Background: an optimization exercise with open tools, aiming at small area, a short achievable clock period and few clock cycles per item. Do not read the settings as production practice. RTL that was checked went through simulation tests only; none was proved equivalent to the original. No functional check of the RTL was part of runs 1 to 3 and 5 to 7.

`flow/config.mk`:
```
export PLATFORM = sky130hd
export DESIGN_NAME = sw_core
export DESIGN_NICKNAME = sw_core
export VERILOG_FILES = /design/flow/design.v
export SDC_FILE = /design/flow/constraint.sdc
export NUM_CORES = 4
export LEC_CHECK = 0
export ABC_AREA = 1
export CAP_MARGIN = 20
export CORE_MARGIN = 2
export CORE_UTILIZATION = 80
export SLEW_MARGIN = 20
```
`flow/constraint.sdc`:
```
create_clock -name core_clock -period 13.0 [get_ports {clk}]
set_input_delay 2.6000 -clock core_clock [delete_from_list [all_inputs] [get_ports {clk}]]
set_output_delay 2.6000 -clock core_clock [all_outputs]
set_load 0.01 [all_outputs]
```
`flow/design.v`:
```
`default_nettype none
package sw_pkg;
    localparam int REF_MAX_LEN  = 16;
    localparam int READ_MAX_LEN = 8;
    localparam int SW           = 6;
endpackage
`default_nettype wire
`timescale 1ns/1ps
`default_nettype none
module sw_seq_loader (
    input  logic        clk,
    input  logic        rst,
    input  logic        i_valid,
    input  logic [31:0] i_ref_seq,
    input  logic [15:0] i_read_seq,
    input  logic [4:0]  i_ref_len,
    input  logic [3:0]  i_read_len,
    input  logic        i_credit_ok,
    output logic        o_ready,
    output logic        o_start,
    output logic [7:0]  o_match,
    output logic [3:0]  o_read_len,
    output logic        o_first,
    output logic        o_last
);
    logic       run;
    logic [3:0] cnt;
    logic       active;
    logic [1:0] ref_base;
    assign o_start  = !run && i_valid && i_credit_ok;
    assign active   = run || o_start;
    assign ref_base = i_ref_seq[2*cnt +: 2];
    always_ff @(posedge clk or posedge rst) begin
        if (rst) begin
            run     <= 1'b0;
            cnt     <= '0;
            o_ready <= 1'b0;
            o_last  <= 1'b0;
        end else begin
            o_last  <= active && ({1'b0, cnt} + 5'd1 == i_ref_len);
            o_ready <= active && !o_ready && ({1'b0, cnt} + 5'd2 >= i_ref_len);
            if (o_ready) begin
                run <= 1'b0;
                cnt <= '0;
            end else if (active) begin
                run <= 1'b1;
                cnt <= cnt + 4'd1;
            end
        end
    end
    always_ff @(posedge clk) begin
        o_first <= o_start;
        for (int r = 0; r < sw_pkg::READ_MAX_LEN; r++) begin
            o_match[r] <= (ref_base == i_read_seq[2*r +: 2]);
        end
        o_read_len <= i_read_len;
    end
endmodule
`default_nettype wire
`timescale 1ns/1ps
`default_nettype none
module sw_pe #(
    parameter int ROW = 0
) (
    input  logic       i_first,
    input  logic       i_match,
    input  logic [5:0] i_left_ht,
    input  logic [5:0] i_left_et,
    input  logic [5:0] i_diag_ht,
    output logic [5:0] o_et,
    output logic [5:0] o_key,
    output logic [5:0] o_self
);
    function automatic logic gt(input logic [5:0] a, input logic [5:0] b);
        logic g;
        g = 1'b0;
        for (int i = 0; i < 6; i++) begin
            g = (a[i] & ~b[i]) | (a[i] & g) | (~b[i] & g);
        end
        gt = g;
    endfunction
    localparam logic [5:0] KMASK = 6'((1 << $clog2(6 * ROW + 8)) - 1);
    logic [5:0] a2;
    logic [5:0] b2;
    logic [5:0] d2;
    logic       a_gt_b;
    logic       d_top;
    logic       s_d;
    logic       s_a;
    logic       s_b;
    assign a2 = KMASK & 6'(int'(i_left_et) - 1);
    assign b2 = KMASK & ((int'(i_left_ht) > ROW + 7) ? 6'(int'(i_left_ht) - 5) : 6'(ROW + 2));
    generate
        if (ROW == 0) begin : g_top
            assign d2 = i_match ? 6'd7 : 6'd2;
        end else begin : g_below
            assign d2 = KMASK & (i_match ? 6'(int'(i_diag_ht) + 4) : 6'(int'(i_diag_ht) - 3));
        end
    endgenerate
    assign a_gt_b = gt(a2, b2);
    assign d_top  = !gt(a2, d2) && !gt(b2, d2);
    assign s_d    = !i_first && d_top;
    assign s_a    = !i_first && !d_top && a_gt_b;
    assign s_b    = !i_first && !d_top && !a_gt_b;
    assign o_et   = i_first ? 6'(ROW + 2) : (a_gt_b ? a2 : b2);
    assign o_key  = ({6{s_d}} & d2) | ({6{s_a}} & a2) | ({6{s_b}} & b2)
                  | ({6{i_first}} & (i_match ? 6'(ROW + 7) : 6'(ROW + 2)));
    assign o_self = o_key + 6'd2;
endmodule
`default_nettype wire
`timescale 1ns/1ps
`default_nettype none
module sw_pe_array (
    input  logic        clk,
    input  logic        rst,
    input  logic [7:0]  i_match,
    input  logic        i_first,
    input  logic        i_last,
    output logic [47:0] o_ht,
    output logic        o_first,
    output logic        o_last
);
    localparam int N = sw_pkg::READ_MAX_LEN;
    function automatic logic gt(input logic [5:0] a, input logic [5:0] b);
        logic g;
        g = 1'b0;
        for (int i = 0; i < 6; i++) begin
            g = (a[i] & ~b[i]) | (a[i] & g) | (~b[i] & g);
        end
        gt = g;
    endfunction
    function automatic logic [5:0] max2(input logic [5:0] a, input logic [5:0] b);
        max2 = gt(b, a) ? b : a;
    endfunction
    function automatic logic [5:0] max3(input logic [5:0] a, input logic [5:0] b,
                                        input logic [5:0] c);
        logic ab;
        logic ac;
        logic bc;
        ab = !gt(b, a);
        ac = !gt(c, a);
        bc = !gt(c, b);
        max3 = ({6{ab && ac}} & a) | ({6{!ab && bc}} & b) | ({6{!ac && !bc}} & c);
    endfunction
    function automatic logic [5:0] max4(input logic [5:0] a, input logic [5:0] b,
                                        input logic [5:0] c, input logic [5:0] d);
        logic ab;
        logic ac;
        logic ad;
        logic bc;
        logic bd;
        logic cd;
        ab = !gt(b, a);
        ac = !gt(c, a);
        ad = !gt(d, a);
        bc = !gt(c, b);
        bd = !gt(d, b);
        cd = !gt(d, c);
        max4 = ({6{ab && ac && ad}} & a) | ({6{!ab && bc && bd}} & b)
             | ({6{!ac && !bc && cd}} & c) | ({6{!ad && !bd && !cd}} & d);
    endfunction
    function automatic int ht_bits(input int r);
        ht_bits = $clog2(6 * r + 10);
    endfunction
    function automatic int e_bits(input int r);
        e_bits = $clog2(6 * r + 5);
    endfunction
    logic [5:0] ht   [0:N-1];
    logic [5:0] e    [0:N-1];
    logic [5:0] e_n  [0:N-1];
    logic [5:0] key  [0:N-1];
    logic [5:0] self [0:N-1];
    logic [5:0] ht_n [0:N-1];
    generate
        for (genvar r = 0; r < N; r++) begin : g_row
            localparam int HB = ht_bits(r);
            localparam int EB = e_bits(r);
            logic [HB-1:0] ht_q;
            logic [EB-1:0] e_q;
            logic [5:0]    diag;
            assign ht[r] = 6'(ht_q);
            assign e[r]  = 6'(e_q);
            if (r == 0) begin : g_top
                assign diag = '0;
            end else begin : g_below
                assign diag = ht[r-1];
            end
            sw_pe #(.ROW(r)) pe_inst (
                .i_first   (i_first),
                .i_match   (i_match[r]),
                .i_left_ht (ht[r]),
                .i_left_et (e[r]),
                .i_diag_ht (diag),
                .o_et      (e_n[r]),
                .o_key     (key[r]),
                .o_self    (self[r])
            );
            always_ff @(posedge clk) begin
                ht_q <= HB'(ht_n[r]);
                e_q  <= EB'(e_n[r]);
            end
        end
    endgenerate
    logic [5:0] m0123;
    logic [5:0] m45;
    logic [5:0] m456;
    assign m0123 = max4(key[0], key[1], key[2], key[3]);
    assign m45   = max2(key[4], key[5]);
    assign m456  = max3(key[4], key[5], key[6]);
    assign ht_n[0] = self[0];
    assign ht_n[1] = max2(self[1], key[0]);
    assign ht_n[2] = max3(self[2], key[0], key[1]);
    assign ht_n[3] = max4(self[3], key[0], key[1], key[2]);
    assign ht_n[4] = max2(self[4], m0123);
    assign ht_n[5] = max3(self[5], m0123, key[4]);
    assign ht_n[6] = max3(self[6], m0123, m45);
    assign ht_n[7] = max3(self[7], m0123, m456);
    always_ff @(posedge clk or posedge rst) begin
        if (rst) begin
            o_last <= 1'b0;
        end else begin
            o_last <= i_last;
        end
    end
    always_ff @(posedge clk) begin
        o_first <= i_first;
    end
    generate
        for (genvar r = 0; r < N; r++) begin : g_out
            assign o_ht[6*r +: 6] = ht[r];
        end
    endgenerate
endmodule
`default_nettype wire
`timescale 1ns/1ps
`default_nettype none
module sw_max_select (
    input  logic        clk,
    input  logic        rst,
    input  logic        i_start,
    input  logic [47:0] i_ht,
    input  logic [3:0]  i_read_len,
    input  logic        i_first,
    input  logic        i_last,
    input  logic        i_ready,
    output logic        o_credit_ok,
    output logic        o_valid,
    output logic [9:0]  o_score,
    output logic [2:0]  o_row,
    output logic [3:0]  o_column
);
    localparam int N = sw_pkg::READ_MAX_LEN;
    function automatic logic gt(input logic [5:0] a, input logic [5:0] b);
        logic g;
        g = 1'b0;
        for (int i = 0; i < 6; i++) begin
            g = (a[i] & ~b[i]) | (a[i] & g) | (~b[i] & g);
        end
        gt = g;
    endfunction
    function automatic logic gt9(input logic [8:0] a, input logic [8:0] b);
        logic g;
        g = 1'b0;
        for (int i = 0; i < 9; i++) begin
            g = (a[i] & ~b[i]) | (a[i] & g) | (~b[i] & g);
        end
        gt9 = g;
    endfunction
    logic [3:0] read_len;
    logic [7:0] row_en;
    always_ff @(posedge clk) begin
        read_len <= i_read_len;
    end
    always_comb begin
        for (int r = 0; r < N; r++) begin
            row_en[r] = (4'(r) < read_len);
        end
    end
    logic [5:0] h [0:N-1];
    generate
        for (genvar r = 0; r < N; r++) begin : g_h
            localparam logic [5:0] HMASK = 6'((1 << $clog2(5 * r + 6)) - 1);
            assign h[r] = row_en[r] ? (HMASK & 6'(i_ht[6*r +: 6] - 6'(r + 4))) : 6'd0;
        end
    endgenerate
    logic [5:0] s1 [0:3];
    logic [2:0] r1 [0:3];
    logic [5:0] s2 [0:1];
    logic [2:0] r2 [0:1];
    logic [5:0] cmax;
    logic [2:0] crow;
    generate
        for (genvar i = 0; i < 4; i++) begin : g_l1
            logic lo;
            assign lo    = gt(h[2*i+1], h[2*i]);
            assign s1[i] = lo ? h[2*i+1] : h[2*i];
            assign r1[i] = lo ? 3'(2*i+1) : 3'(2*i);
        end
        for (genvar i = 0; i < 2; i++) begin : g_l2
            logic lo;
            assign lo    = gt(s1[2*i+1], s1[2*i]);
            assign s2[i] = lo ? s1[2*i+1] : s1[2*i];
            assign r2[i] = lo ? r1[2*i+1] : r1[2*i];
        end
    endgenerate
    logic lo3;
    assign lo3  = gt(s2[1], s2[0]);
    assign cmax = lo3 ? s2[1] : s2[0];
    assign crow = lo3 ? r2[1] : r2[0];
    logic [5:0]  c_max;
    logic [2:0]  c_row;
    logic        c_first;
    logic        c_last;
    always_ff @(posedge clk or posedge rst) begin
        if (rst) begin
            c_last <= 1'b0;
        end else begin
            c_last <= i_last;
        end
    end
    always_ff @(posedge clk) begin
        c_max   <= cmax;
        c_row   <= crow;
        c_first <= i_first;
    end
    logic [5:0]  b_score;
    logic [2:0]  b_row;
    logic [3:0]  b_col;
    logic        b_full;
    logic [3:0]  col;
    logic        win;
    logic [12:0] n_best;
    assign win    = c_first || gt9({c_max, ~c_row}, {b_score, ~b_row});
    assign n_best = win ? {c_max, c_row, (c_first ? 4'd0 : col)} : {b_score, b_row, b_col};
    logic        take;
    logic        out_free;
    logic [1:0]  inflight;
    logic [12:0] o_data;
    assign take        = o_valid && i_ready;
    assign out_free    = !o_valid || take;
    assign o_credit_ok = !inflight[1] || take;
    always_ff @(posedge clk or posedge rst) begin
        if (rst) begin
            inflight <= '0;
            o_valid  <= 1'b0;
            b_full   <= 1'b0;
        end else begin
            inflight <= inflight + 2'(i_start) - 2'(take);
            if (b_full) begin
                if (out_free) begin
                    o_valid <= 1'b1;
                    b_full  <= 1'b0;
                end
            end else if (c_last) begin
                if (out_free) begin
                    o_valid <= 1'b1;
                end else begin
                    b_full <= 1'b1;
                end
            end else if (take) begin
                o_valid <= 1'b0;
            end
        end
    end
    always_ff @(posedge clk) begin
        col <= c_first ? 4'd1 : col + 4'd1;
        if (!b_full) begin
            {b_score, b_row, b_col} <= n_best;
        end
        if (out_free) begin
            o_data <= b_full ? {b_score, b_row, b_col} : n_best;
        end
    end
    assign o_score  = {4'd0, o_data[12:7]};
    assign o_row    = o_data[6:4];
    assign o_column = o_data[3:0];
endmodule
`default_nettype wire
`timescale 1ns/1ps
`default_nettype none
module sw_core (
    input  logic        clk,
    input  logic        rst,
    input  logic        i_valid,
    input  logic [31:0] i_ref_seq,
    input  logic [15:0] i_read_seq,
    input  logic [4:0]  i_ref_len,
    input  logic [3:0]  i_read_len,
    input  logic        i_ready,
    output logic        o_ready,
    output logic        o_valid,
    output logic [9:0]  o_score,
    output logic [2:0]  o_row,
    output logic [3:0]  o_column
);
    logic        credit_ok;
    logic        start;
    logic [7:0]  match;
    logic [3:0]  c_read_len;
    logic        c_first;
    logic        c_last;
    logic [47:0] ht;
    logic        h_first;
    logic        h_last;
    sw_seq_loader loader_inst (
        .clk         (clk),
        .rst         (rst),
        .i_valid     (i_valid),
        .i_ref_seq   (i_ref_seq),
        .i_read_seq  (i_read_seq),
        .i_ref_len   (i_ref_len),
        .i_read_len  (i_read_len),
        .i_credit_ok (credit_ok),
        .o_ready     (o_ready),
        .o_start     (start),
        .o_match     (match),
        .o_read_len  (c_read_len),
        .o_first     (c_first),
        .o_last      (c_last)
    );
    sw_pe_array array_inst (
        .clk      (clk),
        .rst      (rst),
        .i_match  (match),
        .i_first  (c_first),
        .i_last   (c_last),
        .o_ht     (ht),
        .o_first  (h_first),
        .o_last   (h_last)
    );
    sw_max_select select_inst (
        .clk         (clk),
        .rst         (rst),
        .i_start     (start),
        .i_ht        (ht),
        .i_read_len  (c_read_len),
        .i_first     (h_first),
        .i_last      (h_last),
        .i_ready     (i_ready),
        .o_credit_ok (credit_ok),
        .o_valid     (o_valid),
        .o_score     (o_score),
        .o_row       (o_row),
        .o_column    (o_column)
    );
endmodule
`default_nettype wire
```
`flow/run.sh`:
```
#!/bin/bash
# synth_recipe.tcl (not shown) runs the flow's synth.tcl, then flattens the netlist and writes it again
# the make line also repeats each setting of config.mk as NAME=value (left out here)
make -C /OpenROAD-flow-scripts/flow DESIGN_CONFIG=/design/flow/config.mk WORK_HOME=/design/flow/orfs CLKGATE_MAP_FILE= SYNTH_SCRIPT=/design/flow/synth_recipe.tcl finish
```
==> qor.yml, run 1 <==
dp_hpwl_um: 34700
place_ws_ns: 8.48
portBuffers: 75
yosys.area.top_type: "nand2_1"
route.detailed.drc: 0
slowest_delay_ns: 0.57
avgSynthCellArea_um2: 6.06
path_class: "flip-flop to flip-flop"
synth_edf_count: 26
path_clk_slew_ns: 0.08
hp-class: "flip-flop to flip-flop"
post_cts.repair.setup_buffers: 0
mostFrequentLayoutCells: "nand2_1, inv_1, nand3_1, nor2_1, dfxtp_1"
cts_root_buf: "clkbuf_16"
cp_max_fo: 12
slowest_stage: "nor2_2"
synthArstFlopShare: 0.0850
critPathLaunchType: "flip-flop"
fin_skew_ns: 0.0157
hold_path_depth: 0
cp.required_ns: 13.39
post_cts_resized: 0
layout-drive-gt1-share: 0.111
drt_pass1_iterations: 22
clock_latency_ns: 0.46
relSlewSlack: 0.348
grt_pass1_wl_um: 79600
syn-cell-area_um2: 15800
wl_per_cell_um: 16.9
period_share: 0.404
ys_warn_count: 25
yosysSeqAreaShare: 0.215
die_x_um: 144
num_vias: 18600
nets: 2809
viasPerCell: 6.34
initial_utilization: 0.813
regToRegSetupSlack_ns: 7.75
ys_ff_latch: 153
antenna_found_initial: 1
grt-busiest-layer: "met2"
layout_commonest_cell: "nand2_1"
worstReg2RegStart: "array_inst.g_row[1].e_q[1]$_SDFF_PP1_"
syn_inst: 2600
min_to: "select_inst.read_len[1]$_DFF_P_"
fin_hold_ws_ns: 0.330
grt_pass1_vias: 17500
antenna_left: 0
fmax_mhz: 190
crit_top_cell: "nand2_1"
cts_sinks: 153
die_area_um2: 20800
hold_viol_final: 0
synth_top_area_share: 0.201
holdBufCountCts: 0
nFillCells: 1050
setup_ws_ns: 7.75
setup_viol: 0
rr_endpoint: "array_inst.g_row[6].ht_q[2]$_DFF_P_"
cts_tree: "built"
outcome: "finished clean"
clockBufferDepth: 2
finalWirelength_um: 49800
synth_ff_type: "dfxtp_1"
antenna_cells: 0
grt_overflow: 0
fin_tns_setup_ns: 0
crit_start: "array_inst.g_row[1].e_q[1]$_SDFF_PP1_"
rsz0062_at_grt: "false"
gr-usage-met3: 0.132
worstMarginPinSlew_ns: 0.972
slew_violations: 0
synth.distinct_cells: 67
drtIter0Drc: 2720
num_rows: 51
synth.area.top_cells: "nand2_1, dfxtp_1, nand3_1, inv_1, ha_1"
final.min_clock_period_ns: 5.25
cts_buffers: 17
htree_levels: 4
track_usage: 0.471
worstRegToRegCells: 33
area_growth_pct: 9.66
routabilityCongestion: 1.07
grt_max_degree: 45
grtUsageMet1: 0.547
core_area_um2: 19400
die_y_um: 144
hp-start: "loader_inst.o_read_len[1]$_DFF_P_"
num_io_pins: 80
endpoint_kind: "flip-flop"
arrival_ns: 5.64
grt_use_met2: 0.755
drv_cap: 0
==> critical path, delay by kind of cell (launching register included) <==
| family | cells | cell delay, ns |
|---|---|---|
| DFF | 1 | 0.36 |
| AOI/OAI and AO/OA | 1 | 0.10 |
| buffers and inverters | 5 | 0.93 |
| and+or+nand+nor | 25 | 3.10 |
| xor gates and xnor gates | 1 | 0.49 |
| adders and majority gates | 1 | 0.20 |
==> final cells by class <==
type                       count  area, um2  share of cell area
timing repair buffer          78        773              0.0447
inverter                     412       1550              0.0896
tap                          265        332              0.0192
clock buffer                  17        425              0.0246
clock inverter                15        214              0.0124
multi-input combinational   1999      10600               0.613
sequential                   153       3390               0.196
==> logic make-up after synthesis <==
logic type / Yosys count / synth area share
other cells: 1 / 0.000238
flops: 153 / 0.215
fa+ha+maj: 90 / 0.0710
buf+inv: 451 / 0.113
xor+xnor: 61 / 0.0353
compound gates: 330 / 0.135
simple gates: 1514 / 0.430
==> worst max path at each step <==
stage                                           to  cells after the start
6_report       array_inst.g_row[6].ht_q[2]$_DFF_P_                     33
5_1_grt        array_inst.g_row[5].ht_q[2]$_DFF_P_                     32
4_1_cts        array_inst.g_row[5].ht_q[2]$_DFF_P_                     32
3_5_place_dp   array_inst.g_row[5].ht_q[1]$_DFF_P_                     32
3_3_place_gp        loader_inst.o_match[0]$_DFF_P_                      8
2_1_floorplan       loader_inst.o_match[0]$_DFF_P_                      7
==> synth_stat cells, types with 7 or more instances <==
master,count
nand2_1,846
inv_1,321
nand3_1,279
nor2_1,184
dfxtp_1,114
o21ai_0,105
ha_1,87
inv_2,83
a21oi_1,68
nand2_2,64
nand4_1,44
o21ai_1,32
xnor2_1,30
o22ai_1,28
xor2_1,28
edfxtp_1,26
nand2_4,19
o221ai_1,19
nor2_2,17
clkbuf_1,16
o211ai_1,15
nand3_2,14
dfrtp_1,13
a21oi_4,11
nor2_4,10
a21oi_2,9
buf_4,9
nor3_1,9
or2_2,8
clkinv_1,7
==> layer usage <==
metal  routed length [um]  vias up
met5                   13        -
met4                 3460        2
met3                 6410      433
met2                22200     1599
met1                17700     8127
li1                     -     8473
==> stage by stage <==
stage               cell area, um2  instances   util
finish                       17300       2939  0.891
global route                 17300       2939  0.891
CTS                          17300       2939  0.891
detailed placement           16600       2907  0.858
global placement             16600       2907  0.858
floorplan                    15800       2603      -
==> registers in the layout (all words and copies together) (netlist names), 2 cells and up <==
| register | count |
|---|---|
| select_inst.o_data | 13 |
| select_inst.b_row | 3 |
| array_inst.g_row.e_q | 40 |
| select_inst.c_row | 3 |
| select_inst.c_max | 6 |
| array_inst.g_row.ht_q | 42 |
| select_inst.inflight | 2 |
| select_inst.b_col | 4 |
| loader_inst.cnt | 4 |
| select_inst.b_score | 6 |
| select_inst.col | 4 |
| loader_inst.o_match | 8 |
| loader_inst.o_read_len | 4 |
| select_inst.read_len | 4 |
==> inputs of run 2 (changes only) <==
--- a/flow/design.v
+++ b/flow/design.v
@@ -201,16 +201,20 @@
             end
         end
     endgenerate
+    logic [5:0] m01;
+    logic [5:0] m012;
     logic [5:0] m0123;
     logic [5:0] m45;
     logic [5:0] m456;
+    assign m01   = max2(key[0], key[1]);
+    assign m012  = max3(key[0], key[1], key[2]);
     assign m0123 = max4(key[0], key[1], key[2], key[3]);
     assign m45   = max2(key[4], key[5]);
     assign m456  = max3(key[4], key[5], key[6]);
     assign ht_n[0] = self[0];
     assign ht_n[1] = max2(self[1], key[0]);
-    assign ht_n[2] = max3(self[2], key[0], key[1]);
-    assign ht_n[3] = max4(self[3], key[0], key[1], key[2]);
+    assign ht_n[2] = max2(self[2], m01);
+    assign ht_n[3] = max2(self[3], m012);
     assign ht_n[4] = max2(self[4], m0123);
     assign ht_n[5] = max3(self[5], m0123, key[4]);
     assign ht_n[6] = max3(self[6], m0123, m45);
--- a/flow/config.mk
+++ b/flow/config.mk
@@ -8,5 +8,5 @@
 export ABC_AREA = 1
 export CAP_MARGIN = 20
 export CORE_MARGIN = 2
-export CORE_UTILIZATION = 80
+export CORE_UTILIZATION = 40
 export SLEW_MARGIN = 20
==> run 2 against run 1 <==
Compared with the run above: still clean on timing, DRC and antenna; register-to-register slack gained 0.48 ns; hold slack lost 0.0057 ns; final area shrank 0.91%; sequential share of layout area grew 0.18 points; non-clock buffer count is the same; global-route usage shrank 24 points; synthesized cell count shrank 3.5%; clock skew shrank 0.0047 ns; fmax grew 10%; first-iteration DRC count shrank 50%; largest cell class unchanged.
==> qor.yml, run 2 <==
grt_overflow: 0
period_share: 0.367
layout-drive-gt1-share: 0.0935
fin_tns_setup_ns: 0
avgSynthCellArea_um2: 6.11
hp-class: "flip-flop to flip-flop"
relSlewSlack: 0.370
synth.most_common_cell: "nand2_1"
cts_sinks: 153
slew_violations: 0
path_class: "flip-flop to flip-flop"
viasPerCell: 5.17
setup_viol: 0
arrival_ns: 5.17
largest_register_ffs: 42
ys_ff_latch: 153
yosys.area.top_type: "nand2_1"
netlist_top_cells_count: "nand2_1, inv_1, nand3_1"
path_clk_slew_ns: 0.07
antenna_left: 0
reg_top3: "array_inst.g_row.ht_q x42, array_inst.g_row.e_q x40, select_inst.o_data x13"
nets: 2723
post_cts_resized: 0
grt_pass1_wl_um: 73700
die_x_um: 200
cp_max_fo: 7
worstMarginPinSlew_ns: 0.940
synth.area.top_cells: "nand2_1, dfxtp_1, nand3_1, inv_1, ha_1"
routabilityCongestion: 0.944
synth_top_area_share: 0.195
synth_ff_type: "dfxtp_1"
clock_latency_ns: 0.46
area_growth_pct: 11.7
layout_commonest_cell: "nand2_1"
endpoint_kind: "flip-flop"
antenna_found_initial: 0
initial_utilization: 0.407
num_rows: 71
post_cts.repair.setup_buffers: 0
holdBufCountCts: 0
num_io_pins: 80
grt_pass1_vias: 14800
portBuffers: 75
ys_warn_count: 25
cts_buffers: 17
finalWirelength_um: 44900
yosysSeqAreaShare: 0.221
cp.required_ns: 13.40
instances_no_fill: 3099
die_y_um: 200
wl_per_cell_um: 14.5
nFillCells: 3981
synth_edf_count: 26
track_usage: 0.231
clockBufferDepth: 2
htree_levels: 4
fmax_mhz: 210
grt_max_degree: 42
core_area_um2: 37700
antenna_cells: 0
drtIter0Drc: 1368
die_area_um2: 39900
synth.distinct_cells: 68
fin_skew_ns: 0.0110
num_vias: 16000
dp_hpwl_um: 35800
drv_cap: 0
place_inst: 3067
rsz0062_at_grt: "false"
synthArstFlopShare: 0.0850
route.detailed.drc: 0
syn_inst: 2510
hold_viol_final: 0
cts_root_buf: "clkbuf_16"
syn-cell-area_um2: 15300
outcome: "finished clean"
top_register: "array_inst.g_row.ht_q"
cts_tree: "built"
mostFrequentLayoutCells: "nand2_1, inv_1, nand3_1, nor2_1, dfxtp_1"
final.min_clock_period_ns: 4.77
drt_pass1_iterations: 5
critPathLaunchType: "flip-flop"
-- run 2: cell types whose count changed after synthesis, moves of 6 or more --
cell / delta
nand2_4: -7
o221ai_1: -8
xor2_1: +7
nor2_2: -6
inv_2: -31
a21oi_4: -7
o21ai_0: +6
nand2_1: -49
-- run 2: final cells by class --
class / instances / area (um2) / share of cell area
clock buffers: 18 / 429 / 0.0251
clock inverters: 14 / 138 / 0.00804
inverters: 383 / 1440 / 0.0842
multi-input cells: 1942 / 10300 / 0.602
flip-flops and latches: 153 / 3390 / 0.198
well taps: 511 / 639 / 0.0373
repair buffers: 78 / 773 / 0.0451
-- run 2: worst max-delay path, stage by stage (launching register included) --
cell and delay (ns):
dfxtp_1 0.56, inv_1 0.15, ha_1 0.30, inv_1 0.07
o21ai_0 0.40, inv_1 0.15, o21ai_0 0.19, maj3_1 0.18
a21oi_1 0.07, o21a_1 0.16, a21oi_1 0.17, nand3_1 0.14
inv_1 0.13, nand2_1 0.05, nand3_1 0.28, ha_1 0.26
nand3_1 0.10, xnor2_1 0.55, nor2_1 0.10, a21oi_1 0.17
nand2_2 0.14, nand2_1 0.17, nand3_1 0.11, nand3_1 0.10
-- run 2: through the flow --
stage / area [um2] / setup slack [ns] / hold slack (ns) / utilization
final: 17100 / 8.23 / 0.324 / 0.455
after global routing: 17100 / 7.78 / 0.334 / 0.455
after global placement: 16600 / 8.43 / 0.311 / 0.440
after CTS: 17100 / 8.30 / 0.327 / 0.455
after detailed placement: 16600 / 8.35 / 0.312 / 0.440
after floorplan: 15300 / 9.30 / 0.310 / -
-- run 2: cells by family (layout without fill, tap and decap cells) --
| group | Yosys count | count (layout) | synth area share |
|---|---|---|---|
| buf+inv | 418 | 493 | 0.107 |
| other cells | 1 | 4 | 0.000245 |
| fa+ha+maj | 91 | 91 | 0.0737 |
| simple gates | 1445 | 1445 | 0.420 |
| flops | 153 | 153 | 0.221 |
| xor+xnor | 72 | 72 | 0.0426 |
| compound gates | 330 | 330 | 0.135 |
-- run 2: path summary, 6_finish.rpt --
kind                                                      from                                   to  slack, ns  depth (start not counted)
min in group asynchronous                                  rst      select_inst.o_valid$_DFFE_PP0P_       2.49                          2
max in group asynchronous                                  rst       loader_inst.cnt[0]$_DFFE_PP0P_      10.14                          2
hold / removal                      array_inst.o_first$_DFF_P_          select_inst.c_first$_DFF_P_       0.32                          0
hold reg to reg                     array_inst.o_first$_DFF_P_          select_inst.c_first$_DFF_P_       0.32                          0
setup reg to reg           array_inst.g_row[6].ht_q[0]$_DFF_P_  array_inst.g_row[7].ht_q[2]$_DFF_P_       8.23                         23
setup / recovery           array_inst.g_row[6].ht_q[0]$_DFF_P_  array_inst.g_row[7].ht_q[2]$_DFF_P_       8.23                         23
-- run 2: metal layers --
layer / routed length, um / global-route usage
met3: 2730 / 0.0324
met4: 791 / 0.0669
met2: 19600 / 0.374
met5: 0 / 0
met1: 21800 / 0.319
==> inputs of run 3 (changes only) <==
--- a/flow/config.mk
+++ b/flow/config.mk
@@ -9,4 +9,5 @@
 export CAP_MARGIN = 20
 export CORE_MARGIN = 2
 export CORE_UTILIZATION = 40
+export CTS_BUF_LIST = sky130_fd_sc_hd__clkbuf_8
 export SLEW_MARGIN = 20
==> run 3 against run 2 <==
Compared with the run above: non-clock buffer count unchanged; worst setup slack got worse by 0.010 ns; first-iteration DRC count shrank 3.5%; highest routed layer unchanged; synthesized cell count is the same; routed wire length about the same.
==> qor.yml, run 3 <==
outcome: "finished clean"
hp-class: "flip-flop to flip-flop"
synth_top_area_share: 0.195
dp_hpwl_um: 35800
slew_violations: 0
cts_buffers: 17
holdBufCountCts: 0
layout_commonest_cell: "nand2_1"
grt_overflow: 0
cp_max_fo: 7
post_cts.repair.setup_buffers: 0
mostFrequentLayoutCells: "nand2_1, inv_1, nand3_1, nor2_1, dfxtp_1"
setup_viol: 0
fin_tns_setup_ns: 0
grt_pass1_vias: 14800
antenna_left: 0
num_rows: 71
die_x_um: 200
yosysSeqAreaShare: 0.221
antenna_cells: 0
largest_register_ffs: 42
nets: 2723
fin_skew_ns: 0.0174
worstReg2RegStart: "array_inst.g_row[6].ht_q[0]$_DFF_P_"
cts_sinks: 153
area_growth_pct: 10.5
synthArstFlopShare: 0.0850
ys_warn_count: 25
nFillCells: 4006
post_cts_resized: 0
drt_pass1_iterations: 5
die_area_um2: 39900
cts_tree: "built"
portBuffers: 75
route.detailed.drc: 0
arrival_ns: 5.24
final.min_clock_period_ns: 4.78
regToRegSetupSlack_ns: 8.22
period_share: 0.368
synth.most_common_cell: "nand2_1"
fmax_mhz: 209
crit_start: "array_inst.g_row[6].ht_q[0]$_DFF_P_"
netlist_top_cells_count: "nand2_1, inv_1, nand3_1"
hp-start: "array_inst.o_first$_DFF_P_"
htree_levels: 4
initial_utilization: 0.407
die_y_um: 200
synth.distinct_cells: 68
wl_per_cell_um: 14.5
critPathLaunchType: "flip-flop"
syn_inst: 2510
drtIter0Drc: 1320
viasPerCell: 5.18
hold_path_depth: 0
synth_edf_count: 26
top_register: "array_inst.g_row.ht_q"
core_area_um2: 37700
clock_latency_ns: 0.52
path_class: "flip-flop to flip-flop"
layout-drive-gt1-share: 0.0935
track_usage: 0.230
finalWirelength_um: 44900
rsz0062_at_grt: "false"
reg_top3: "array_inst.g_row.ht_q x42, array_inst.g_row.e_q x40, select_inst.o_data x13"
cts_root_buf: "clkbuf_8"
hold_viol_final: 0
antenna_found_initial: 0
grt_pass1_wl_um: 73700
fin_hold_ws_ns: 0.328
avgSynthCellArea_um2: 6.11
endpoint_kind: "flip-flop"
syn-cell-area_um2: 15300
synth_ff_type: "dfxtp_1"
num_vias: 16100
routabilityCongestion: 0.944
relSlewSlack: 0.371
num_io_pins: 80
yosys.area.top_type: "nand2_1"
path_clk_slew_ns: 0.09
synth.area.top_cells: "nand2_1, dfxtp_1, nand3_1, inv_1, ha_1"
grt_max_degree: 42
worstMarginPinSlew_ns: 0.937
cp.required_ns: 13.46
ys_ff_latch: 153
drv_cap: 0
clockBufferDepth: 2
worstRegToRegCells: 23
-- run 3: path summary, 6_finish.rpt --
kind	end
max	array_inst.g_row[7].ht_q[4]$_DFF_P_
min	select_inst.c_first$_DFF_P_
max reg2reg	array_inst.g_row[7].ht_q[4]$_DFF_P_
min reg2reg	select_inst.c_first$_DFF_P_
max in group asynchronous	loader_inst.cnt[0]$_DFFE_PP0P_
min in group asynchronous	loader_inst.cnt[3]$_DFFE_PP0P_
-- run 3: kinds of logic (layout without fill, tap and decap cells) --
| family | after synthesis | count (layout) | synth area share |
|---|---|---|---|
| AOI/OAI and AO/OA | 330 | 330 | 0.135 |
| xor gates and xnor gates | 72 | 72 | 0.0426 |
| adders and majority gates | 91 | 91 | 0.0737 |
| buffers and inverters | 418 | 493 | 0.107 |
| DFF | 153 | 153 | 0.221 |
| other | 1 | 4 | 0.000245 |
| and+or+nand+nor | 1445 | 1445 | 0.420 |
-- run 3: metrics by stage --
stage	utilization	cells	cell area [um2]	setup WS [ns]
floorplan	-	2513	15300	9.30
global placement	0.440	3067	16600	8.43
detailed placement	0.440	3067	16600	8.35
CTS	0.450	3099	16900	8.29
global route	0.450	3099	16900	7.77
finish	0.450	3099	16900	8.22
-- run 3: cell type report --
| cell class | instances | area (um2) | area share |
|---|---|---|---|
| clock buffers | 17 | 234 | 0.0138 |
| clock inverters | 15 | 141 | 0.00835 |
| inverters | 383 | 1440 | 0.0852 |
| multi-input cells | 1942 | 10300 | 0.609 |
| flip-flops and latches | 153 | 3390 | 0.200 |
| well taps | 511 | 639 | 0.0378 |
| repair buffers | 78 | 773 | 0.0457 |
-- run 3: worst max-delay path: stages (launching register included) --
cell,delay [ns]
dfxtp_1,0.56
inv_1,0.15
ha_1,0.30
inv_1,0.07
o21ai_0,0.40
inv_1,0.15
o21ai_0,0.19
maj3_1,0.19
a21oi_1,0.06
o21a_1,0.16
a21oi_1,0.17
nand3_1,0.15
inv_1,0.14
nand2_1,0.06
nand3_1,0.27
ha_1,0.26
nand3_1,0.10
xnor2_1,0.56
nor2_1,0.10
a21oi_1,0.17
nand2_2,0.14
nand2_1,0.19
nand3_1,0.11
nand3_1,0.09
-- run 3: layer usage --
metal,up-vias,share of wire,wire length [um],GRT usage
met5,-,0,0,0
met3,39,0.062,2770,0.0319
met2,482,0.43,19500,0.373
met4,0,0.017,763,0.0672
met1,7344,0.49,21800,0.319
li1,8202,-,-,-
==> inputs of run 4 (changes only) <==
--- a/flow/design.v
+++ b/flow/design.v
@@ -88,13 +88,14 @@
     logic       s_d;
     logic       s_a;
     logic       s_b;
-    assign a2 = KMASK & 6'(int'(i_left_et) - 1);
+    assign a2 = KMASK & ((int'(i_left_et) > ROW + 2) ? 6'(int'(i_left_et) - 1) : 6'(ROW + 2));
     assign b2 = KMASK & ((int'(i_left_ht) > ROW + 7) ? 6'(int'(i_left_ht) - 5) : 6'(ROW + 2));
     generate
         if (ROW == 0) begin : g_top
             assign d2 = i_match ? 6'd7 : 6'd2;
         end else begin : g_below
-            assign d2 = KMASK & (i_match ? 6'(int'(i_diag_ht) + 4) : 6'(int'(i_diag_ht) - 3));
+            assign d2 = KMASK & (i_match ? 6'(int'(i_diag_ht) + 4)
+                      : ((int'(i_diag_ht) > ROW + 5) ? 6'(int'(i_diag_ht) - 3) : 6'(ROW + 2)));
         end
     endgenerate
     assign a_gt_b = gt(a2, b2);
@@ -201,20 +202,16 @@
             end
         end
     endgenerate
-    logic [5:0] m01;
-    logic [5:0] m012;
     logic [5:0] m0123;
     logic [5:0] m45;
     logic [5:0] m456;
-    assign m01   = max2(key[0], key[1]);
-    assign m012  = max3(key[0], key[1], key[2]);
     assign m0123 = max4(key[0], key[1], key[2], key[3]);
     assign m45   = max2(key[4], key[5]);
     assign m456  = max3(key[4], key[5], key[6]);
     assign ht_n[0] = self[0];
     assign ht_n[1] = max2(self[1], key[0]);
-    assign ht_n[2] = max2(self[2], m01);
-    assign ht_n[3] = max2(self[3], m012);
+    assign ht_n[2] = max3(self[2], key[0], key[1]);
+    assign ht_n[3] = max4(self[3], key[0], key[1], key[2]);
     assign ht_n[4] = max2(self[4], m0123);
     assign ht_n[5] = max3(self[5], m0123, key[4]);
     assign ht_n[6] = max3(self[6], m0123, m45);
@@ -270,14 +267,10 @@
         end
         gt9 = g;
     endfunction
-    logic [3:0] read_len;
     logic [7:0] row_en;
     always_ff @(posedge clk) begin
-        read_len <= i_read_len;
-    end
-    always_comb begin
         for (int r = 0; r < N; r++) begin
-            row_en[r] = (4'(r) < read_len);
+            row_en[r] <= (4'(r) < i_read_len);
         end
     end
     logic [5:0] h [0:N-1];
--- a/flow/config.mk
+++ b/flow/config.mk
@@ -9,5 +9,4 @@
 export CAP_MARGIN = 20
 export CORE_MARGIN = 2
 export CORE_UTILIZATION = 40
-export CTS_BUF_LIST = sky130_fd_sc_hd__clkbuf_8
 export SLEW_MARGIN = 20
==> run 4 against run 3 <==
Compared with the run above: synthesized cell count up 3.7%; core utilization rose by 0.33 points; still clean; critical path depth up 5.
==> qor.yml, run 4 <==
outcome: "finished clean"
num_rows: 72
arrival_ns: 5.19
synth_ff_type: "dfxtp_1"
slowest_delay_ns: 0.48
synth.area.top_cells: "nand2_1, dfxtp_1, inv_1, ha_1, nand3_1"
path_clk_slew_ns: 0.07
seq_area_um2: 3470
viasPerCell: 5.11
regToRegSetupSlack_ns: 8.21
route.detailed.drc: 0
synthArstFlopShare: 0.0828
synth-simple-area-share: 0.389
largest_register_ffs: 42
grt_overflow: 0
top_register: "array_inst.g_row.ht_q"
cts_tree: "built"
synth_edf_count: 26
drt_pass1_iterations: 7
die_area_um2: 41100
initial_utilization: 0.406
cts_root_buf: "clkbuf_16"
ys_warn_count: 25
layout_commonest_cell: "nand2_1"
num_vias: 16400
synth_compound_area_frac: 0.156
synth_top_area_share: 0.190
nets: 2828
mostFrequentLayoutCells: "nand2_1, inv_1, nand3_1, nor2_1, o21ai_0"
portBuffers: 75
synth_top_family_by_area: "simple AND/OR/NAND/NOR gates"
path_class: "flip-flop to flip-flop"
multi_input_area_um2: 10400
wl_per_cell_um: 13.8
drtIter0Drc: 1217
area_growth_pct: 11.4
cp.required_ns: 13.40
dp_hpwl_um: 34800
grt_pass1_wl_um: 73700
hp-start: "array_inst.o_first$_DFF_P_"
htree_levels: 4
muxShareOfSynthArea: 0.000714
rr_endpoint: "array_inst.g_row[6].ht_q[2]$_DFF_P_"
cts_buffers: 17
drv_cap: 0
num_io_pins: 80
antenna_cells: 0
clock_latency_ns: 0.47
cts_sinks: 157
synth.distinct_cells: 72
slowest_stage: "dfxtp_1"
holdBufCountCts: 0
clockBufferDepth: 2
post_cts.repair.setup_buffers: 0
setup_viol: 0
hp-class: "flip-flop to flip-flop"
finalWirelength_um: 44100
crit_top_cell: "nand2_1"
die_y_um: 203
place_inst: 3167
instances_no_fill: 3199
period_share: 0.368
yosys.area.top_type: "nand2_1"
worstReg2RegStart: "array_inst.g_row[5].ht_q[0]$_DFF_P_"
critPathLaunchType: "flip-flop"
worstMarginPinSlew_ns: 0.948
syn_inst: 2602
ys_ff_latch: 157
grt_pass1_vias: 15200
cp_max_fo: 8
fin_tns_setup_ns: 0
hold_viol_final: 0
syn-cell-area_um2: 15800
grt_max_degree: 39
reg_top3: "array_inst.g_row.ht_q x42, array_inst.g_row.e_q x40, select_inst.o_data x13"
slew_violations: 0
hold_path_depth: 0
track_usage: 0.218
layout-drive-gt1-share: 0.0836
antenna_found_initial: 0
fin_skew_ns: 0.0137
routabilityCongestion: 0.960
synth.most_common_cell: "nand2_1"
netlist_top_cells_count: "nand2_1, inv_1, nand3_1"
min_to: "select_inst.c_first$_DFF_P_"
yosysSeqAreaShare: 0.220
die_x_um: 203
rsz0062_at_grt: "false"
relSlewSlack: 0.364
final.min_clock_period_ns: 4.79
synth_xor_area_frac: 0.0344
worstRegToRegCells: 28
post_cts_resized: 0
antenna_left: 0
core_area_um2: 38800
synthAdderAreaFrac: 0.0810
avgSynthCellArea_um2: 6.07
endpoint_kind: "flip-flop"
nFillCells: 4049
fmax_mhz: 209
==> run 4: layer usage <==
| layer | share of wire | up-vias | GRT usage |
|---|---|---|---|
| met2 | 0.44 | 466 | 0.352 |
| met5 | 0 | - | 0 |
| met3 | 0.062 | 67 | 0.0424 |
| li1 | - | 8513 | - |
| met4 | 0.024 | 0 | 0.0798 |
| met1 | 0.47 | 7314 | 0.290 |
==> run 4: worst max path at each step <==
stage	cells past startpoint	start	slack, ns	to
5_1_grt	29	array_inst.g_row[5].ht_q[0]$_DFF_P_	7.63	array_inst.g_row[6].ht_q[0]$_DFF_P_
6_report	28	array_inst.g_row[5].ht_q[0]$_DFF_P_	8.21	array_inst.g_row[6].ht_q[2]$_DFF_P_
3_5_place_dp	31	array_inst.g_row[4].ht_q[2]$_DFF_P_	8.36	array_inst.g_row[6].ht_q[2]$_DFF_P_
4_1_cts	31	array_inst.g_row[4].ht_q[2]$_DFF_P_	8.32	array_inst.g_row[6].ht_q[2]$_DFF_P_
2_1_floorplan	7	i_ref_seq[11]	9.35	loader_inst.o_match[0]$_DFF_P_
3_3_place_gp	31	array_inst.g_row[4].ht_q[2]$_DFF_P_	8.43	array_inst.g_row[6].ht_q[0]$_DFF_P_
==> run 4: per-stage QoR <==
step / hold slack [ns] / worst slack [ns] / cell area (um2) / utilization
floorplan: 0.310 / 9.35 / 15800 / -
global placement: 0.313 / 8.43 / 17000 / 0.438
detailed placement: 0.322 / 8.36 / 17000 / 0.438
CTS: 0.345 / 8.32 / 17600 / 0.453
global route: 0.348 / 7.63 / 17600 / 0.453
finish: 0.340 / 8.21 / 17600 / 0.453
==> run 4: final cells by class <==
| cell class | instances | share of cell area |
|---|---|---|
| Multi-Input combinational cell | 1971 | 0.594 |
| Sequential cell | 157 | 0.197 |
| Inverter | 443 | 0.0954 |
| Timing Repair Buffer | 78 | 0.0440 |
| Tap cell | 518 | 0.0369 |
| Clock buffer | 19 | 0.0258 |
| Clock inverter | 13 | 0.00676 |
==> run 4: cell families after synthesis <==
logic type | count (synthesis)
xor gates and xnor gates | 62
buffers and inverters | 477
muxes | 1
AOI/OAI and AO/OA | 408
DFF | 157
other | 1
adders and majority gates | 103
and+or+nand+nor | 1393
==> run 4: worst max-delay path: cells and delay by family, from the launching register on <==
family | cells | cell delay, ns
AO/OA/AOI/OAI | 5 | 1.29
AND/OR/NAND/NOR | 19 | 1.98
flip-flops | 1 | 0.48
adder cells (fa/ha/maj) | 1 | 0.45
buffers and inverters | 3 | 0.51
Testbench counts of run 4, summed over its fixed seeds: cycles 19,677, jobs 1,600.
==> inputs of run 5 (changes only) <==
--- a/flow/design.v
+++ b/flow/design.v
@@ -88,14 +88,13 @@
     logic       s_d;
     logic       s_a;
     logic       s_b;
-    assign a2 = KMASK & ((int'(i_left_et) > ROW + 2) ? 6'(int'(i_left_et) - 1) : 6'(ROW + 2));
+    assign a2 = KMASK & 6'(int'(i_left_et) - 1);
     assign b2 = KMASK & ((int'(i_left_ht) > ROW + 7) ? 6'(int'(i_left_ht) - 5) : 6'(ROW + 2));
     generate
         if (ROW == 0) begin : g_top
             assign d2 = i_match ? 6'd7 : 6'd2;
         end else begin : g_below
-            assign d2 = KMASK & (i_match ? 6'(int'(i_diag_ht) + 4)
-                      : ((int'(i_diag_ht) > ROW + 5) ? 6'(int'(i_diag_ht) - 3) : 6'(ROW + 2)));
+            assign d2 = KMASK & (i_match ? 6'(int'(i_diag_ht) + 4) : 6'(int'(i_diag_ht) - 3));
         end
     endgenerate
     assign a_gt_b = gt(a2, b2);
@@ -160,6 +159,27 @@
         max4 = ({6{ab && ac && ad}} & a) | ({6{!ab && bc && bd}} & b)
              | ({6{!ac && !bc && cd}} & c) | ({6{!ad && !bd && !cd}} & d);
     endfunction
+    function automatic logic gt_p2(input logic [5:0] a, input logic [5:0] b);
+        logic g;
+        g = 1'b1;
+        for (int k = 5; k >= 0; k--) begin
+            g = !gt(6'(b >> (k + 1)), 6'(a >> (k + 1))) || (a[k] && !b[k] && g);
+        end
+        gt_p2 = g;
+    endfunction
+    function automatic logic [5:0] top2(input logic [5:0] k, input logic [5:0] m);
+        top2 = gt_p2(k, m) ? 6'(k + 6'd2) : m;
+    endfunction
+    function automatic logic [5:0] top3(input logic [5:0] k, input logic [5:0] m1,
+                                        input logic [5:0] m2);
+        logic s1;
+        logic s2;
+        logic m21;
+        s1  = gt_p2(k, m1);
+        s2  = gt_p2(k, m2);
+        m21 = gt(m2, m1);
+        top3 = ({6{s1 && s2}} & 6'(k + 6'd2)) | ({6{!s1 && !m21}} & m1) | ({6{!s2 && m21}} & m2);
+    endfunction
     function automatic int ht_bits(input int r);
         ht_bits = $clog2(6 * r + 10);
     endfunction
@@ -202,20 +222,24 @@
             end
         end
     endgenerate
+    logic [5:0] m01;
+    logic [5:0] m012;
     logic [5:0] m0123;
     logic [5:0] m45;
     logic [5:0] m456;
+    assign m01   = max2(key[0], key[1]);
+    assign m012  = max3(key[0], key[1], key[2]);
     assign m0123 = max4(key[0], key[1], key[2], key[3]);
     assign m45   = max2(key[4], key[5]);
     assign m456  = max3(key[4], key[5], key[6]);
     assign ht_n[0] = self[0];
-    assign ht_n[1] = max2(self[1], key[0]);
-    assign ht_n[2] = max3(self[2], key[0], key[1]);
-    assign ht_n[3] = max4(self[3], key[0], key[1], key[2]);
-    assign ht_n[4] = max2(self[4], m0123);
-    assign ht_n[5] = max3(self[5], m0123, key[4]);
-    assign ht_n[6] = max3(self[6], m0123, m45);
-    assign ht_n[7] = max3(self[7], m0123, m456);
+    assign ht_n[1] = top2(key[1], key[0]);
+    assign ht_n[2] = top2(key[2], m01);
+    assign ht_n[3] = top2(key[3], m012);
+    assign ht_n[4] = top2(key[4], m0123);
+    assign ht_n[5] = top3(key[5], m0123, key[4]);
+    assign ht_n[6] = top3(key[6], m0123, m45);
+    assign ht_n[7] = top3(key[7], m0123, m456);
     always_ff @(posedge clk or posedge rst) begin
         if (rst) begin
             o_last <= 1'b0;
@@ -267,10 +291,14 @@
         end
         gt9 = g;
     endfunction
+    logic [3:0] read_len;
     logic [7:0] row_en;
     always_ff @(posedge clk) begin
+        read_len <= i_read_len;
+    end
+    always_comb begin
         for (int r = 0; r < N; r++) begin
-            row_en[r] <= (4'(r) < i_read_len);
+            row_en[r] = (4'(r) < read_len);
         end
     end
     logic [5:0] h [0:N-1];
==> run 5 against run 4 <==
Compared with the run above: via count is 1.3% lower; register-to-register slack improved by 0.05 ns; largest cell class unchanged; first-iteration DRC count rose by 3.5%; still clean.
==> qor.yml, run 5 <==
synth_top_area_share: 0.199
area_growth_pct: 12.2
fmax_mhz: 211
drtIter0Drc: 1260
core_area_um2: 37800
reg_top3: "array_inst.g_row.ht_q x42, array_inst.g_row.e_q x40, select_inst.o_data x13"
arrival_ns: 5.08
die_x_um: 200
antenna_found_initial: 0
num_rows: 71
slowest_delay_ns: 0.48
grt_overflow: 0
period_share: 0.365
fin_tns_setup_ns: 0
cts_buffers: 17
hold_viol_final: 0
worstMarginPinSlew_ns: 1.06
die_area_um2: 39900
netlist_top_cells_count: "nand2_1, inv_1, nand3_1"
synth_edf_count: 26
critPathLaunchType: "flip-flop"
seq_area_um2: 3390
ys_warn_count: 25
hp-class: "flip-flop to flip-flop"
routabilityCongestion: 0.968
post_cts_resized: 0
cp_max_fo: 10
nets: 2783
num_vias: 16100
grt_pass1_wl_um: 72800
route.detailed.drc: 0
mostFrequentLayoutCells: "nand2_1, inv_1, nand3_1, nor2_1, o21ai_0"
fin_skew_ns: 0.0103
syn_inst: 2565
antenna_left: 0
antenna_cells: 0
cp.required_ns: 13.34
cts_tree: "built"
path_clk_slew_ns: 0.07
endpoint_kind: "flip-flop"
drt_pass1_iterations: 5
num_io_pins: 80
multi_input_area_um2: 10300
avgSynthCellArea_um2: 5.98
initial_utilization: 0.406
synth_ff_type: "dfxtp_1"
path_class: "flip-flop to flip-flop"
syn-cell-area_um2: 15300
slew_violations: 0
top_register: "array_inst.g_row.ht_q"
synth.most_common_cell: "nand2_1"
die_y_um: 200
outcome: "finished clean"
cts_sinks: 153
layout-drive-gt1-share: 0.0797
dp_hpwl_um: 34700
relSlewSlack: 0.289
synth.distinct_cells: 62
viasPerCell: 5.11
grt_max_degree: 51
holdBufCountCts: 0
drv_cap: 0
clock_latency_ns: 0.46
slowest_stage: "dfxtp_1"
layout_commonest_cell: "nand2_1"
yosysSeqAreaShare: 0.221
largest_register_ffs: 42
synth.area.top_cells: "nand2_1, dfxtp_1, inv_1, nand3_1, ha_1"
rsz0062_at_grt: "false"
finish.utilization: 0.456
yosys.area.top_type: "nand2_1"
grt_pass1_vias: 14700
setup_viol: 0
finalWirelength_um: 44400
nFillCells: 3990
synthArstFlopShare: 0.0850
track_usage: 0.228
portBuffers: 75
final.min_clock_period_ns: 4.74
clockBufferDepth: 2
post_cts.repair.setup_buffers: 0
htree_levels: 4
ys_ff_latch: 153
crit_top_cell: "nand2_1"
cts_root_buf: "clkbuf_16"
wl_per_cell_um: 14.1
[run 5: changes by cell type after synthesis, sizes merged, moves of 6 or more]
cell    previous run  this run
nand3            237       279
nand2            851       884
inv              436       404
o21ai            192       160
nor2             225       248
ha                99        87
o22ai             38        26
o211ai            20        10
o221ai            19         9
a31oi              8         1
a211oi             6         0
xnor2             29        35
[run 5: cell families after synthesis]
group / after synthesis / synth area share
and+or+nand+nor: 1487 / 0.426
buffers and inverters: 437 / 0.111
AOI/OAI and AO/OA: 323 / 0.125
DFF: 153 / 0.221
adders and majority gates: 91 / 0.0737
xor gates and xnor gates: 73 / 0.0427
other: 1 / 0.000244
[run 5: final timing paths]
path | endpoint | slack, ns | start | cells past startpoint
min | select_inst.c_first$_DFF_P_ | 0.33 | array_inst.o_first$_DFF_P_ | 0
max | array_inst.g_row[7].ht_q[0]$_DFF_P_ | 8.26 | array_inst.g_row[3].ht_q[0]$_DFF_P_ | 33
max reg2reg | array_inst.g_row[7].ht_q[0]$_DFF_P_ | 8.26 | array_inst.g_row[3].ht_q[0]$_DFF_P_ | 33
min in group asynchronous | select_inst.c_last$_DFF_PP0_ | 2.49 | rst | 2
max in group asynchronous | loader_inst.cnt[0]$_DFFE_PP0P_ | 10.13 | rst | 2
min reg2reg | select_inst.c_first$_DFF_P_ | 0.33 | array_inst.o_first$_DFF_P_ | 0
[run 5: layout make-up]
class,instances,area share
Multi-Input combinational cell,1978,0.596
Sequential cell,153,0.197
Clock inverter,15,0.0106
Tap cell,511,0.0372
Clock buffer,17,0.0247
Timing Repair Buffer,79,0.0454
Inverter,406,0.0887
[run 5: per-layer routing]
metal / up-vias / GRT usage / part of all wire
met4: 0 / 0.0894 / 0.031
met1: 7187 / 0.314 / 0.48
li1: 8341 / - / -
met3: 94 / 0.0344 / 0.061
met2: 522 / 0.358 / 0.43
met5: - / 0 / 0
[run 5: critical path, delay by kind of cell, from the launching register on]
| kind | cells | cell delay (ns) |
|---|---|---|
| simple gates | 25 | 2.58 |
| buf+inv | 5 | 0.75 |
| flops | 1 | 0.48 |
| compound gates | 2 | 0.46 |
| fa+ha+maj | 1 | 0.32 |
[run 5: per-stage QoR]
stage                     hold slack, ns  area (um2)  setup WS, ns  cells
after global routing               0.335       17200          7.60   3159
final                              0.331       17200          8.26   3159
after global placement             0.312       16600          8.42   3127
after detailed placement           0.312       16600          8.38   3127
after floorplan                    0.310       15300          9.35   2568
after CTS                          0.334       17200          8.35   3159
==> inputs of run 6 (changes only) <==
--- a/flow/config.mk
+++ b/flow/config.mk
@@ -9,4 +9,6 @@
 export CAP_MARGIN = 20
 export CORE_MARGIN = 2
 export CORE_UTILIZATION = 40
+export CTS_BUF_LIST = sky130_fd_sc_hd__clkbuf_8
+export PLACE_DENSITY = 0.8
 export SLEW_MARGIN = 20
==> run 6 against run 5 <==
Compared with the run above: die area did not move; final area fell by 1.2%; critical path depth fell by 2; synthesized cell count did not move; core utilization fell by 0.53 points; hold slack improved by 0.0042 ns; count of clock-buffer cells in the layout rose by 1; register-to-register slack improved by 0.13 ns; final cell count did not move; highest routed layer unchanged.
==> qor.yml, run 6 <==
num_rows: 71
largest_register_ffs: 42
yosys.area.top_type: "nand2_1"
worstRegToRegCells: 31
setup_viol: 0
die_y_um: 200
syn_inst: 2565
synth.distinct_cells: 62
slowest_delay_ns: 0.54
synth.area.top_cells: "nand2_1, dfxtp_1, inv_1, nand3_1, ha_1"
area_growth_pct: 10.9
path_class: "flip-flop to flip-flop"
hp-class: "flip-flop to flip-flop"
grt_pass1_wl_um: 67700
reg_top3: "array_inst.g_row.ht_q x42, array_inst.g_row.e_q x40, select_inst.o_data x13"
fmax_mhz: 217
nFillCells: 3914
cts_root_buf: "clkbuf_8"
finalWirelength_um: 40300
rsz0062_at_grt: "false"
mostFrequentLayoutCells: "nand2_1, inv_1, nand3_1, nor2_1, o21ai_0"
synth_top_area_share: 0.199
synth_top_family_by_area: "simple AND/OR/NAND/NOR gates"
core_area_um2: 37800
crit_top_cell: "nand2_1"
num_io_pins: 80
final_cell_area_um2: 17000
yosysSeqAreaShare: 0.221
critPathLaunchType: "flip-flop"
hold_path_depth: 0
drt_pass1_iterations: 8
instances_no_fill: 3159
layout-drive-gt1-share: 0.0801
grt_overflow: 0
synth-simple-area-share: 0.426
worstMarginPinSlew_ns: 1.01
htree_levels: 4
netlist_top_cells_count: "nand2_1, inv_1, nand3_1"
antenna_left: 0
viasPerCell: 5.04
post_cts.repair.setup_buffers: 0
antenna_cells: 0
fin_tns_setup_ns: 0
routabilityCongestion: 0.966
seq_area_um2: 3390
cts_sinks: 153
dp_hpwl_um: 31600
wl_per_cell_um: 12.8
syn-cell-area_um2: 15300
synth_compound_area_frac: 0.125
relSlewSlack: 0.327
hold_viol_final: 0
ys_warn_count: 25
muxShareOfSynthArea: 0
cp_max_fo: 10
grt_pass1_vias: 14200
ys_ff_latch: 153
synth.most_common_cell: "nand2_1"
holdBufCountCts: 0
path_clk_slew_ns: 0.08
placed_cell_area_um2: 16600
synthArstFlopShare: 0.0850
multi_input_area_um2: 10300
synth_xor_area_frac: 0.0427
place_ws_ns: 8.50
clockBufferDepth: 2
nets: 2783
slew_violations: 0
arrival_ns: 4.98
initial_utilization: 0.406
slowest_stage: "dfxtp_1"
avgSynthCellArea_um2: 5.98
layout_commonest_cell: "nand2_1"
synth_ff_type: "dfxtp_1"
cts_tree: "built"
antenna_found_initial: 0
post_cts_resized: 0
cts_buffers: 17
num_vias: 15900
route.detailed.drc: 0
track_usage: 0.208
fin_skew_ns: 0.0209
synthAdderAreaFrac: 0.0737
grt_max_degree: 47
die_area_um2: 39900
period_share: 0.354
setup_ws_ns: 8.39
place_inst: 3127
cp.required_ns: 13.37
drtIter0Drc: 1591
clock_latency_ns: 0.50
endpoint_kind: "flip-flop"
outcome: "finished clean"
die_x_um: 200
portBuffers: 75
top_register: "array_inst.g_row.ht_q"
synth_edf_count: 26
drv_cap: 0
final.min_clock_period_ns: 4.61
[run 6: cell types whose count changed in the layout (fill, tap and decap cells not counted)]
cell,change
clkinv_2,+1
clkinv_8,-1
clkbuf_16,-17
clkinvlp_4,+1
clkbuf_8,+18
inv_4,+1
inv_8,-2
clkinv_1,-1
[run 6: worst max-delay path: cells and delay by family (launching register included)]
family | cells | cell delay [ns]
buffers and inverters | 2 | 0.24
flip-flops | 1 | 0.54
AND/OR/NAND/NOR | 25 | 2.79
AO/OA/AOI/OAI | 3 | 0.67
adder cells (fa/ha/maj) | 1 | 0.26
[run 6: routing by layer]
metal / up-vias / global-route usage / part of all wire
met5: - / 0 / 0
met4: 0 / 0.0752 / 0.030
met3: 80 / 0.0360 / 0.073
met2: 571 / 0.331 / 0.43
met1: 6950 / 0.282 / 0.47
li1: 8335 / - / -
[run 6: final cells by class]
cell class | instances | share of cell area
clock buffer | 18 | 0.0146
inverter | 406 | 0.0898
multi-input combinational | 1978 | 0.603
clock inverter | 14 | 0.00934
timing repair buffer | 79 | 0.0459
tap | 511 | 0.0376
sequential | 153 | 0.199
[run 6: kinds of logic (layout without fill, tap and decap cells)]
family / Yosys count / in the layout
other cells: 1 / 4
xor+xnor: 73 / 73
flops: 153 / 153
simple gates: 1487 / 1487
fa+ha+maj: 91 / 91
buf+inv: 437 / 517
compound gates: 323 / 323
[run 6: per-stage QoR]
stage	hold WS (ns)	utilization
2_1_floorplan	0.310	-
3_3_place_gp	0.310	0.440
3_5_place_dp	0.314	0.440
4_1_cts	0.341	0.450
5_1_grt	0.342	0.450
6_report	0.335	0.450
[run 6: worst paths after layout]
| kind | startpoint | end | slack [ns] |
|---|---|---|---|
| worst max-delay path | array_inst.g_row[6].ht_q[0]$_DFF_P_ | array_inst.g_row[7].ht_q[3]$_DFF_P_ | 8.39 |
| worst max register to register | array_inst.g_row[6].ht_q[0]$_DFF_P_ | array_inst.g_row[7].ht_q[3]$_DFF_P_ | 8.39 |
| worst min register to register | loader_inst.o_read_len[2]$_DFF_P_ | select_inst.read_len[2]$_DFF_P_ | 0.34 |
| min in group asynchronous | rst | loader_inst.run$_DFFE_PP0P_ | 2.42 |
| worst min-delay path | loader_inst.o_read_len[2]$_DFF_P_ | select_inst.read_len[2]$_DFF_P_ | 0.34 |
| max in group asynchronous | rst | loader_inst.cnt[2]$_DFFE_PP0P_ | 10.23 |
==> inputs of run 7 (changes only) <==
--- a/flow/config.mk
+++ b/flow/config.mk
@@ -10,5 +10,5 @@
 export CORE_MARGIN = 2
 export CORE_UTILIZATION = 40
 export CTS_BUF_LIST = sky130_fd_sc_hd__clkbuf_8
-export PLACE_DENSITY = 0.8
+export PLACE_DENSITY = 0.45
 export SLEW_MARGIN = 20
==> run 7 against run 6 <==
Compared with the run above: still clean on timing, DRC and antenna; routed wire length up 14%; register-to-register slack got worse by 0.08 ns; final cell count hardly changed; sequential cell count did not move; die area stayed put.
==> qor.yml, run 7 <==
fin_tns_setup_ns: 0
synth.area.top_cells: "nand2_1, dfxtp_1, inv_1, nand3_1, ha_1"
syn_inst: 2565
grt_use_met2: 0.372
post_cts_resized: 0
critPathLaunchType: "flip-flop"
num_io_pins: 80
final_cell_area_um2: 17000
synth_edf_count: 26
regToRegSetupSlack_ns: 8.31
cp.required_ns: 13.43
synth_top_area_share: 0.199
grt_overflow: 0
die_x_um: 200
outcome: "finished clean"
die_y_um: 200
grtUsageMet1: 0.329
hp-class: "flip-flop to flip-flop"
worstRegToRegCells: 32
period_share: 0.361
antenna_cells: 0
layout_commonest_cell: "nand2_1"
avgSynthCellArea_um2: 5.98
grt_pass1_wl_um: 73900
ys_warn_count: 25
dp_hpwl_um: 36500
drtIter0Drc: 1127
hold_viol_final: 0
synth.most_common_cell: "nand2_1"
arrival_ns: 5.13
num_vias: 15900
hold_path_depth: 0
netlist_top_cells_count: "nand2_1, inv_1, nand3_1"
nets: 2784
htree_levels: 4
cts_root_buf: "clkbuf_8"
cts_sinks: 153
worstReg2RegStart: "array_inst.g_row[1].ht_q[0]$_DFF_P_"
path_class: "flip-flop to flip-flop"
top_register: "array_inst.g_row.ht_q"
num_rows: 71
rr_endpoint: "array_inst.g_row[4].ht_q[5]$_SDFF_PP0_"
relSlewSlack: 0.361
layout-drive-gt1-share: 0.0808
syn-cell-area_um2: 15300
clock_latency_ns: 0.51
hp-start: "array_inst.o_first$_DFF_P_"
clockBufferDepth: 2
viasPerCell: 5.04
slew_violations: 0
ys_ff_latch: 153
final.min_clock_period_ns: 4.69
setup_viol: 0
antenna_found_initial: 0
drv_cap: 0
synth_ff_type: "dfxtp_1"
finalWirelength_um: 45800
reg_top3: "array_inst.g_row.ht_q x42, array_inst.g_row.e_q x40, select_inst.o_data x13"
cp_max_fo: 13
mostFrequentLayoutCells: "nand2_1, inv_1, nand3_1, nor2_1, o21ai_0"
grt_max_degree: 51
antenna_left: 0
routabilityCongestion: 0.920
placed_cell_area_um2: 16600
## run 7: metal layers
layer	wire length, um	vias up	share of wire
li1	-	8335	-
met1	22700	7172	0.50
met2	19700	370	0.43
met3	2390	42	0.052
met4	974	0	0.021
met5	0	-	0
## run 7: worst max-delay path: cells and delay by family, from the launching register on
| kind | cells | cell delay (ns) |
|---|---|---|
| AO/OA/AOI/OAI | 4 | 0.61 |
| adder cells (fa/ha/maj) | 1 | 0.24 |
| buffers and inverters | 4 | 0.49 |
| flip-flops | 1 | 0.44 |
| AND/OR/NAND/NOR | 23 | 2.81 |
## run 7: cell type report
| type | count | area, um2 |
|---|---|---|
| tap | 511 | 639 |
| clock buffer | 17 | 234 |
| multi-input combinational | 1978 | 10300 |
| inverter | 406 | 1530 |
| sequential | 153 | 3390 |
| fill | 4087 | 20700 |
| clock inverter | 15 | 176 |
| timing repair buffer | 80 | 808 |
## run 7: kinds of logic after synthesis
logic type	Yosys count	synth area share
DFF	153	0.221
buffers and inverters	437	0.111
AOI/OAI and AO/OA	323	0.125
other	1	0.000244
and+or+nand+nor	1487	0.426
adders and majority gates	91	0.0737
xor gates and xnor gates	73	0.0427
## run 7: stage by stage
step / hold WS, ns / instances / setup slack, ns / utilization
finish: 0.339 / 3160 / 8.31 / 0.451
global route: 0.355 / 3160 / 7.81 / 0.451
CTS: 0.351 / 3159 / 8.37 / 0.451
detailed placement: 0.319 / 3127 / 8.39 / 0.440
global placement: 0.312 / 3127 / 8.42 / 0.440
floorplan: 0.310 / 2568 / 9.35 / -
## run 7: worst max path at each step
stage	to	slack, ns	cells past startpoint
6_report	array_inst.g_row[4].ht_q[5]$_SDFF_PP0_	8.31	32
5_1_grt	array_inst.g_row[7].ht_q[4]$_DFF_P_	7.81	33
2_1_floorplan	loader_inst.o_match[0]$_DFF_P_	9.35	7
3_3_place_gp	array_inst.g_row[7].ht_q[0]$_DFF_P_	8.42	34
3_5_place_dp	array_inst.g_row[7].ht_q[1]$_DFF_P_	8.39	34
4_1_cts	array_inst.g_row[4].ht_q[5]$_SDFF_PP0_	8.37	30

## re-timing with driven ports
The results above use ideal ports. As a check the final layouts listed here were re-extracted and re-timed, cells and wires unchanged.
Step 1 assumes that a clkbuf_16 drives the clock port and a buf_2 every other input.
Step 2 moves the port delays by t, midway between the first and last clock arrival at a register: inputs arrive t later, outputs are due t later. That takes back most of the time a late clock gives input paths.
Three values: no drivers, after step 1, after step 2; two values: the first two.
run	t (ns)	setup slack, ns	latest minus earliest clock arrival (ns)	pins driven straight from the clock port
run 1	0.508	7.746 / 7.746 / 7.746	0.016 / 0.016	1
run 2	0.508	8.230 / 8.230 / 8.230	0.011 / 0.011	1
run 3	0.557	8.219 / 8.219 / 8.219	0.017 / 0.017	1
run 4	0.514	8.212 / 8.212 / 8.212	0.014 / 0.013	1
run 5	0.506	8.258 / 8.258 / 8.258	0.012 / 0.011	1
run 6	0.538	8.393 / 8.393 / 8.393	0.023 / 0.023	1
run 7	0.553	8.309 / 8.309 / 8.309	0.023 / 0.023	1
After both steps setup and hold are still met in every run listed.
